Background: an optimization exercise with open tools, aiming at small area, a short achievable clock period and few clock cycles per item. Do not read the settings as production practice. No functional check of the RTL was part of this run.

**config.mk**
```make
export PLATFORM = sky130hd
export DESIGN_NAME = seq_operator_unit
export DESIGN_NICKNAME = seq_operator_unit
export VERILOG_FILES = /design/flow/design.v
export SDC_FILE = /design/flow/constraint.sdc
export NUM_CORES = 4
export LEC_CHECK = 0
export ABC_CLOCK_PERIOD_IN_PS = 4500
export CAP_MARGIN = 20
export CORE_MARGIN = 2
export CORE_UTILIZATION = 40
export SETUP_SLACK_MARGIN = 5
export SLEW_MARGIN = 20
```
**constraint.sdc**
```tcl
create_clock -name core_clock -period 9.5 [get_ports {clk}]
set_input_delay 1.9000 -clock core_clock [delete_from_list [all_inputs] [get_ports {clk}]]
set_output_delay 1.9000 -clock core_clock [all_outputs]
set_load 0.01 [all_outputs]
```
**design.v**
```verilog
module seq_operator_unit (
    input  logic        clk,
    input  logic        rst,
    input  logic        in_valid,
    output logic        in_ready,
    input  logic [3:0]  op,
    input  logic        is_signed,
    input  logic [31:0] a,
    input  logic [31:0] b,
    output logic        out_valid,
    input  logic        out_ready,
    output logic [31:0] result,
    output logic        div_by_zero
);
    localparam int K = 8;
    localparam logic [3:0] OP_ADD  = 4'd0,  OP_SUB  = 4'd1,  OP_MUL  = 4'd2,  OP_DIV  = 4'd3,
                           OP_MOD  = 4'd4,  OP_AND  = 4'd5,  OP_OR   = 4'd6,  OP_XOR  = 4'd7,
                           OP_XNOR = 4'd8,  OP_SHL  = 4'd9,  OP_SHR  = 4'd10, OP_ASHR = 4'd11,
                           OP_RAND = 4'd12, OP_ROR  = 4'd13, OP_RXOR = 4'd14, OP_LT   = 4'd15;
    localparam logic [1:0] S_EXEC = 2'd0,   
                           S_MUL  = 2'd1,   
                           S_ITER = 2'd2,   
                           S_FIX  = 2'd3;   
    logic        xv;
    logic [1:0]  xst;
    logic [3:0]  xop;
    logic        xsg;
    logic [31:0] r1, r2, r3;
    logic        negq, negr;
    logic [4:0]  cnt;
    logic        yv, zv;
    logic [31:0] yres;
    logic        ydz, zdz;
    wire is_div = (xop == OP_DIV) || (xop == OP_MOD);
    wire is_mul = (xop == OP_MUL);
    wire        do_sub = (xst == S_ITER) || (xst == S_FIX) || (xop == OP_SUB) || (xop == OP_LT);
    wire [32:0] addsum = {1'b0, r1} + {1'b0, r2 ^ {32{do_sub}}} + {32'd0, do_sub};
    wire        borrow = ~addsum[32];
    wire        lt     = (xsg && (r1[31] != r2[31])) ? r1[31] : borrow;
    function automatic logic [31:0] rev32(input logic [31:0] v);
        for (int i = 0; i < 32; i++) rev32[i] = v[31-i];
    endfunction
    wire        big_sh = |r2[31:5];
    wire        sh_l   = (xop == OP_SHL);
    wire        fill   = (xop == OP_ASHR) && xsg && r1[31];
    wire [31:0] sh_in  = sh_l ? rev32(r1) : r1;
    wire [63:0] sh_w   = {{32{fill}}, sh_in} >> r2[4:0];
    wire [31:0] sh_r   = big_sh ? {32{fill}} : sh_w[31:0];
    wire [31:0] sh_out = sh_l ? rev32(sh_r) : sh_r;
    logic [31:0] alu_res;
    always_comb begin
        case (xop)
            OP_ADD, OP_SUB: alu_res = addsum[31:0];
            OP_AND:  alu_res = r1 & r2;
            OP_OR:   alu_res = r1 | r2;
            OP_XOR:  alu_res = r1 ^ r2;
            OP_XNOR: alu_res = ~(r1 ^ r2);
            OP_SHL, OP_SHR, OP_ASHR: alu_res = sh_out;
            OP_RAND: alu_res = {31'd0, &r1};
            OP_ROR:  alu_res = {31'd0, |r1};
            OP_RXOR: alu_res = {31'd0, ^r1};
            OP_LT:   alu_res = {31'd0, lt};
            default: alu_res = 32'd0;
        endcase
    end
    logic [31:0] mul_sum;
    always_comb begin
        mul_sum = r3;
        for (int i = 0; i < K; i++) mul_sum = mul_sum + ((r1 << i) & {32{r2[i]}});
    end
    wire mul_last = (r2[31:K] == '0);
    wire in_div  = (op == OP_DIV) || (op == OP_MOD);
    wire in_bnz  = (b != 32'd0);
    wire a_neg   = in_div && is_signed && a[31] && in_bnz;
    wire b_neg   = in_div && is_signed && b[31];
    wire b_zero = (r2 == 32'd0);
    function automatic logic [5:0] lzc32(input logic [31:0] v);
        lzc32 = 6'd32;
        for (int i = 0; i < 32; i++) if (v[i]) lzc32 = 6'(31 - i);
    endfunction
    wire [5:0]  lz1 = lzc32(r1);
    wire [5:0]  lz2 = lzc32(r2);
    wire [6:0]  dsh = {1'b0, lz2} - {1'b0, lz1};
    wire        q_zero = dsh[6];                  
    wire [4:0]  d_amt  = q_zero ? 5'd0 : dsh[4:0];
    wire [31:0] r2_al  = r2 << d_amt;
    wire        ge       = ~borrow;               
    wire [31:0] rem_nx   = ge ? addsum[31:0] : r1;
    wire [31:0] quo_nx   = {r3[30:0], ge};
    wire        is_divop = (xop == OP_DIV);
    wire        need_fix = is_divop ? negq : negr;
    logic        x_finish;
    logic [31:0] x_res;
    logic        x_dz;
    always_comb begin
        x_finish = 1'b0;
        x_res    = alu_res;
        x_dz     = 1'b0;
        case (xst)
            S_EXEC: begin
                if (is_mul) begin
                    x_finish = mul_last;
                    x_res    = mul_sum;
                end else if (is_div) begin
                    x_finish = b_zero;
                    x_res    = is_divop ? 32'hFFFF_FFFF : r1;
                    x_dz     = 1'b1;
                end else begin
                    x_finish = 1'b1;
                end
            end
            S_MUL: begin
                x_finish = mul_last;
                x_res    = mul_sum;
            end
            S_ITER: begin
                x_finish = (cnt == 5'd0) && !need_fix;
                x_res    = is_divop ? quo_nx : rem_nx;
            end
            default: begin
                x_finish = 1'b1;
                x_res    = addsum[31:0];
            end
        endcase
    end
    wire x_done = xv && x_finish && !zv;
    wire x_step = xv && !x_finish && !zv;
    assign in_ready = !xv || x_done;
    wire push   = x_done;
    wire y_load = !yv || out_ready;
    always_ff @(posedge clk or posedge rst) begin
        if (rst) begin
            xv  <= 1'b0;
            xst <= S_EXEC;
        end else if (in_ready) begin
            xv  <= in_valid;
            xst <= S_EXEC;
        end else if (x_step) begin
            case (xst)
                S_EXEC:  xst <= is_mul ? S_MUL : S_ITER;
                S_ITER:  xst <= (cnt == 5'd0) ? S_FIX : S_ITER;
                default: xst <= xst;
            endcase
        end
    end
    always_ff @(posedge clk) begin
        if (in_ready) begin
            xop  <= op;
            xsg  <= is_signed;
            r1   <= a_neg ? -a : a;
            r2   <= b_neg ? -b : b;
            negq <= a_neg ^ b_neg;
            negr <= a_neg;
        end else if (x_step) begin
            case (xst)
                S_EXEC, S_MUL: begin
                    if (is_mul) begin
                        r1 <= r1 << K;
                        r2 <= r2 >> K;
                    end else begin
                        r2  <= r2_al;
                        cnt <= d_amt;
                    end
                end
                S_ITER: begin
                    if (cnt == 5'd0) begin
                        r1 <= 32'd0;
                        r2 <= is_divop ? quo_nx : rem_nx;
                    end else begin
                        r1 <= rem_nx;
                        r2 <= r2 >> 1;
                    end
                    cnt <= cnt - 5'd1;
                end
                default: ;
            endcase
        end
    end
    always_ff @(posedge clk) begin
        if (push && !y_load) begin
            r3  <= x_res;
            zdz <= x_dz;
        end else if (zv ? y_load : in_ready) begin
            r3 <= 32'd0;
        end else if (x_step) begin
            if (xst == S_ITER) r3 <= quo_nx;
            else if (is_mul)   r3 <= mul_sum;
        end
    end
    always_ff @(posedge clk or posedge rst) begin
        if (rst) begin
            yv <= 1'b0;
            zv <= 1'b0;
        end else if (y_load) begin
            yv <= zv || push;
            zv <= 1'b0;
        end else if (push) begin
            zv <= 1'b1;
        end
    end
    always_ff @(posedge clk) begin
        if (y_load) begin
            yres <= zv ? r3  : x_res;
            ydz  <= zv ? zdz : x_dz;
        end
    end
    assign out_valid   = yv;
    assign result      = yres;
    assign div_by_zero = ydz;
endmodule
```
**run.sh**
```bash
#!/bin/bash
# synth_recipe.tcl (not shown) runs the flow's synth.tcl, then flattens the netlist and writes it again
# the make line also repeats each setting of config.mk as NAME=value (left out here)
make -C /OpenROAD-flow-scripts/flow DESIGN_CONFIG=/design/flow/config.mk WORK_HOME=/design/flow/orfs CLKGATE_MAP_FILE= SYNTH_SCRIPT=/design/flow/synth_recipe.tcl finish
```
==> run summary <==
stage by stage:
step / util (%)
after floorplan: -
final: 57.41
after CTS: 52.53
after global routing: 57.39
after global placement: 44.67
after detailed placement: 44.71
worst max-delay path, cell delays in order (launching register included):
cell	delay, ps
edfxtp_1	550
inv_4	130
buf_4	130
buf_12	140
buf_16	130
nor2_1	60
fa_1	530
inv_1	50
fa_1	510
fa_1	520
inv_1	60
fa_1	520
ha_4	230
a21o_1	160
a21o_1	170
a21oi_1	260
o21a_1	350
a31oi_4	150
xor2_2	210
buf_4	160
a221oi_2	70
o31ai_2	420
o22ai_1	130
cell usage in the layout (no fill, tap or decap), drive strengths merged, types with 12 or more instances in the layout:
master	Yosys	layout
o21a	26	26
a22oi	18	18
or3	20	20
a221oi	43	43
xor2	60	60
nor2	381	381
edfxtp	142	142
clkinvlp	0	14
a31oi	40	40
nand2	373	373
a21oi	238	238
o221ai	23	23
a21o	35	35
mux2i	87	87
buf	45	496
clkbuf	214	25
or2	11	12
nand2b	24	24
clkinv	19	20
nand3	48	48
inv	295	294
nand4	31	31
fa	189	189
and2	23	23
nor2b	22	22
clkdlybuf4s50	0	98
mux2	31	31
a2111oi	20	20
ha	175	175
xnor2	105	105
a211oi	45	45
a32oi	17	17
o211ai	38	38
nor4	23	23
o22ai	77	77
o31ai	37	37
mux4	51	51
nor3	49	49
o21ai	224	224
logic make-up after synthesis:
group / share of synthesized area (%)
buffers and inverters: 7.797
and+or+nand+nor: 16.43
muxes: 8.541
xor gates and xnor gates: 5.211
adders and majority gates: 21.54
AOI/OAI and AO/OA: 24.65
DFF: 15.83
per-layer routing:
| metal | track usage (%) | part of all wire (%) | vias up |
|---|---|---|---|
| met5 | 1.663 | 0.095 | - |
| met4 | 35.07 | 10 | 10 |
| li1 | - | - | 13360 |
| met1 | 58.48 | 35 | 16450 |
| met3 | 21.25 | 16 | 1006 |
| met2 | 65.09 | 39 | 3235 |
timing repair:
action                                 in CTS  in global routing
pin swaps                                 178                204
hold buffers                                0                  0
buffers inserted                          200                148
gates resized for setup                   579                419
setup endpoints to repair                 215                194
endpoints found under the hold margin       0                  0
cloned                                     19                  8
flip-flops by register name, indices dropped and copies added, names as in the netlist, named ones only:
name and cells:
r1 32, r3 32, yres 32, r2 30, cnt 5, xop 4
xst 2, negq 1, negr 1, xsg 1, xv 1, ydz 1
yv 1, zdz 1, zv 1
final timing paths:
kind                       startpoint     end  cells after the start
setup / recovery                r2[4]  r3[31]                     22
hold / removal                 cnt[0]  cnt[0]                      1
setup reg to reg                r2[4]  r3[31]                     22
hold reg to reg                cnt[0]  cnt[0]                      1
max in group asynchronous         rst      zv                      2
min in group asynchronous         rst      xv                      2
final cells by class:
class	instances	share of cell area [%]
multi-input combinational	2775	64.91
timing repair buffer	615	15.89
sequential	147	11.15
inverter	314	3.454
tap	931	2.958
clock buffer	18	1.090
clock inverter	14	0.4607
timing repair inverter	2	0.04448
antenna	7	0.04448
synth_stat cells (13+ instances only):
cell         n  area [sq um]
nor2_1     381          1430
nand2_1    373          1400
inv_1      290          1089
a21oi_1    237          1186
clkbuf_1   214         803.3
o21ai_0    211          1056
fa_1       189          3784
ha_1       175          2190
edfxtp_1   142          4264
xnor2_1    105         919.6
mux2i_1     87         870.8
o22ai_1     77         481.7
xor2_1      60         525.5
mux4_2      51          1149
nor3_1      49         245.2
nand3_1     48         240.2
a211oi_1    45         337.8
a221oi_1    43         376.6
a31oi_1     40         250.2
buf_1       38         142.6
o211ai_1    38         285.3
o31ai_1     37         277.8
a21o_1      35         262.8
mux2_2      31         349.1
nand4_1     31         193.9
o21a_1      26         195.2
nand2b_1    24         150.1
nor4_1      23         143.9
o221ai_1    23         201.4
and2_1      22         137.6
nor2b_1     22         137.6
a2111oi_0   20         175.2
or3_1       20         125.1
clkinv_1    19         71.32
a22oi_1     18         135.1
a32oi_1     17         148.9
o21ai_1     13         65.06
==> reports/results.ini <==
[run_status]
status = finished clean

[synthesis]
synth_edf_count = 142
syn_area_per_cell_sq_um = 7.939
dominantRegCellSynth = edfxtp_1
synth_cell_types = 84
syn-instance-count = 3493
yosys_warnings = 1
syn_area_sq_um = 27730
ys_seq_area_share_pct = 15.83
async_flop_share_pct = 3.401
synth-seq-cells = 147
syn-num-nets = 3930

[floorplanning]
start_util_pct = 40.43
fp-row-count = 96
ioPinCount = 108
core_area_sq_um = 68590
die-area_sq_um = 71450
die_w_um = 267.3
die_h_um = 267.3

[cts]
root_buffer = clkbuf_16
numCtsBuffers = 17
htreeDepth = 4
cts_buffer_depth = 2
numClockSinks = 147
cts_tree = built
worstSkewPairLatency_ps = 530
clkSlewWorstSetupHoldPaths_ps = 90

[sta]
tightest_slew_ps = 1335
slew_headroom_pct = 10.65
maxSlewViolCount = 0
fin_crit_sh_pct = 62.89
finalClockSkew_ps = 26.01
whs_ps = 634.1
period_needed_ps = 5975
fin_ws_ps = 3525
final-hold-violation-count = 0
finalSetupTns_ps = 0
rsz0062_at_grt = true
setup_violations = 0
fmax_mhz = 167.4

[placement]
dp_slack_ps = 2530
hpwl_mm = 120.8
portBuffers = 107
place_area_sq_um = 30660
numPlacedInstances = 4409
globalplace.congestion = 1.095

[routing]
dr.pass1.iters = 14
postRouteAntennaNets = 0
drc_errors = 0
routedWlPerCell_um = 36.86
vias = 34060
viasPerCell = 7.061
wl_mm = 177.8
drtIter0Drc = 5723

[setup_path]
cp_max_fo = 6
r2r_slack_ps = 3530
end_kind = register
criticalPathCategory = reg2reg
arrival_ps = 6210
crit_required_ps = 9730
cp-start-kind = register

[layout]
area_delta_synth_final_pct = 42.00
drive_gt1_share_pct = 32.23
multi_input_area_sq_um = 25560
nFillCells = 6048
fin_area_sq_um = 39380
fin_cells = 4823
nets = 4309
register_area_sq_um = 4390

[global_routing]
grt_max_degree = 54
grt_pass1_vias = 30950
antenna_found_initial = 10
grt_first_pass_wirelength_mm = 237.5
grt_overflow = 0
grt_use_total_pct = 47.61

[run]
cap_viol_max_count = 0

[min_path]
hold_class = reg2reg

static timing again, ports no longer ideal:
Ports are ideal in the flow. The routed layout listed here was re-timed in OpenROAD.
Step 1: set_driving_cell puts a clkbuf_16 on clk and a buf_2 on each other input, an assumption about the parent block.
Step 2 times the ports against the registers' clock, not the clock port: input delays grow and output delays shrink by t, the midpoint of the rising clock arrivals with the driver on.
Slacks: ideal / step 1 / step 2; pairs: ideal / step 1.
t, ns: 0.571
setup WS [ns]: 3.525 / 3.525 / 3.525
worst setup path after step 2: register to register
After both steps this run still meets setup and hold. The setup slack of this run moves by 0.000 ns with the drivers and by 0.000 ns with both steps.
